Source: an optimization exercise on an open RTL-to-GDS flow (aim: small area). Production flows keep margins and buffers that such runs may drop.
The RTL was checked by simulation tests, not by an equivalence proof against the original design.
The clock port is modelled as an ideal driver; clocking choices that lean on that would not hold on a real chip.
Power and IR drop assume default switching activity.

## run A
## bpu_entry_buffer
module bpu_entry_buffer
#(
    parameter int depth = 8
) (
    input  logic                  clk,
    input  logic                  rst_n,
    input  logic                  flush,
    input  logic                  in_vld,
    output logic                  in_rdy,
    input  logic [pc_width-1:0]   in_pc,
    input  logic [ctr_width-1:0]  in_ctr,
    input  logic [btb_ways-1:0]   in_way_valid,
    input  logic [btb_ways-1:0]   in_way_hit,
    input  logic [plru_width-1:0] in_plru,
    input  logic                  commit_vld,
    input  logic                  commit_taken,
    output logic                  out_vld,
    input  logic                  out_rdy,
    output logic [pc_width-1:0]   out_pc,
    output logic [ctr_width-1:0]  out_ctr,
    output logic [btb_ways-1:0]   out_way_valid,
    output logic [btb_ways-1:0]   out_way_hit,
    output logic [plru_width-1:0] out_plru
);
Size: ~700 cells after synthesis, roughly 360 flip-flops, ~13,000 um^2 of cells after synthesis.
==> flow/config.mk <==
export PLATFORM = sky130hd
export DESIGN_NAME = bpu_entry_buffer
export DESIGN_NICKNAME = bpu_entry_buffer
export VERILOG_FILES = /design/flow/design.v
export SDC_FILE = /design/flow/constraint.sdc
export NUM_CORES = 4
export LEC_CHECK = 0
export CAP_MARGIN = 20
export CORE_MARGIN = 2
export CORE_UTILIZATION = 60
export PLACE_DENSITY = 0.7
export SLEW_MARGIN = 20
export SYNTH_HIERARCHICAL = 1
export SYNTH_MINIMUM_KEEP_SIZE = 0
==> flow/constraint.sdc <==
create_clock -name core_clock -period 5.0 [get_ports {clk}]
set_input_delay 1.0000 -clock core_clock [delete_from_list [all_inputs] [get_ports {clk}]]
set_output_delay 1.0000 -clock core_clock [all_outputs]
set_load 0.01 [all_outputs]
standard.sh (not shown) runs the stock make flow with config.mk's settings and CLKGATE_MAP_FILE= SYNTH_SCRIPT=/design/flow/synth_recipe.tcl, a recipe that flattens the netlist after the stock synthesis.
==> flow/flow/run.sh <==
#!/bin/bash
# Standard ORFS layout (standard.sh, unchanged synthesis) with these layout settings changed:
#  - port buffers use the smallest buffer, sky130_fd_sc_hd__buf_1
#  - clock tree built from clkbuf_4 with sink clusters of 10 and no dummy loads
#  - after floorplan, multi-drive logic gates are swapped for their drive-1 variant
#    (flow/downsize.tcl); placement's repair and the timing repairs size up what needs it
#  - after clock tree synthesis, a leaf clock buffer whose flip-flop clock pins see a
#    high slew is swapped for the next larger clock buffer (flow/clkfix.tcl)
set -euo pipefail
here=$(pwd)
bash standard.sh \
  'BUFFER_PORTS_ARGS=-buffer_cell sky130_fd_sc_hd__buf_1' \
  'CTS_ARGS=-sink_clustering_enable -repair_clock_nets -dont_use_dummy_load -buf_list sky130_fd_sc_hd__clkbuf_4 -sink_clustering_size 10 -sink_clustering_max_diameter 100 -sink_buffer_max_cap_derate 1.0' \
  "POST_FLOORPLAN_TCL=$here/flow/downsize.tcl" \
  "POST_CTS_TCL=$here/flow/clkfix.tcl" \
  finish > standard_flow.log 2>&1
==> flow/flow/clkfix.tcl <==
# a clock-tree leaf buffer whose flip-flop clock pins see a slew over 110 ps
# (placement parasitics) is swapped for the next larger clock buffer
estimate_parasitics -placement
set db [ord::get_db]
set fixed {}
foreach pin [all_registers -clock_pins -edge_triggered] {
  set worst 0
  foreach edge {rise fall} {
    foreach a {min max} {
      set s [expr {[sta::time_ui_sta [get_property $pin slew_${a}_$edge]] * 1e12}]
      if {$s > $worst} { set worst $s }
    }
  }
  if {$worst > 110} {
    set net [get_nets -of_objects $pin]
    foreach drv [get_pins -of_objects $net -filter "direction == output"] {
      set inst [[sta::sta_to_db_pin $drv] getInst]
      set m [[$inst getMaster] getName]
      if {[lsearch $fixed [$inst getName]] < 0 && [regexp {^sky130_fd_sc_hd__clkbuf_(\d+)$} $m -> d] && $d < 8} {
        $inst swapMaster [$db findMaster sky130_fd_sc_hd__clkbuf_[expr {$d * 2}]]
        lappend fixed [$inst getName]
      }
    }
  }
}
puts "clock buffers upsized: [llength $fixed]"
if {[llength $fixed]} { detailed_placement }
Other scripts of this flow, unchanged in this note and not shown: flow/flow/downsize.tcl
Changes in run B relative to run A:
- swapping 0.7 for 0.85 in PLACE_DENSITY
--- a/flow/flow/run.sh
+++ b/flow/flow/run.sh
@@ -7,2 +6,0 @@
-#  - after clock tree synthesis, a leaf clock buffer whose flip-flop clock pins see a
-#    high slew is swapped for the next larger clock buffer (flow/clkfix.tcl)
@@ -15 +12,0 @@
-  "POST_CTS_TCL=$here/flow/clkfix.tcl" \
removed: flow/flow/clkfix.tcl
[summary]
- Run A → run B: via count of the first global-routing pass rose 300; xor and xnor fraction of the mapped netlist area about even; post-route total power rose about 0.54%.
- The sequential share of layout area was comparable across run B and run A.
- Diff run A -> run B | number of cells on the critical path | increase of 1
- Looking at clock power share, run B sits 0.3 points below run A.
The following lists how run C was set up differently from run B:
- changing PLACE_DENSITY from 0.85 to 0.7
Findings:
Run C was carried through to the last stage, and its layout satisfied the timing, DRC and antenna checks. Fmax | run C vs run B | run C slower. Compared to run B, run C has combinational fraction of design power 0.5 points lower. Run B has a higher worst supply voltage drop on vdd than run C. Relative to run B, power decreased by 0.67% in run C. Portion of the layout cell area used by clock cells: run C vs run B, no meaningful difference. Between run C and run B, the difference in final area is negligible. [compare] base=run B new=run C: part of the total power dissipated in the clock network went up 0.2 points; combinational power went down about 2%; power density normalized to cell area went down about 0.7%. Run C contains fewer vias than run B. Between run C and run B, the die area does not differ in any meaningful way.

-- afterwards: timing with drivers on the ports --
The results above use ideal ports. As a check the final layouts listed here were re-extracted and re-timed, cells and wires unchanged. Step 1 (the two cells are an assumption about what drives the block):
set clk [get_ports {clk}]
set_driving_cell -lib_cell sky130_fd_sc_hd__clkbuf_16 $clk
set_driving_cell -lib_cell sky130_fd_sc_hd__buf_2 [delete_from_list [all_inputs] $clk]
Step 2 moves the port delays by t, midway between the first and last clock arrival at a register: inputs arrive t later, outputs are due t later. That takes back most of the time a late clock gives input paths. a / b / c = ideal ports / drivers / drivers and shift; a / b = the first two.
| run | shift t [ns] | setup WS [ns] | worst setup path at the end | clock arrival spread, ns | worst data-port slew with drivers (ns) |
|---|---|---|---|---|---|
| run A | 0.674 | 0.205 / 0.165 / 0.840 | register to output | 0.099 / 0.099 | 0.07 |
| run B | 0.658 | 0.269 / 0.230 / 0.888 | register to output | 0.037 / 0.036 | 0.08 |
| run C | 0.683 | 0.175 / 0.136 / 0.819 | register to output | 0.082 / 0.082 | 0.07 |
After both steps setup and hold are still met in every run listed.
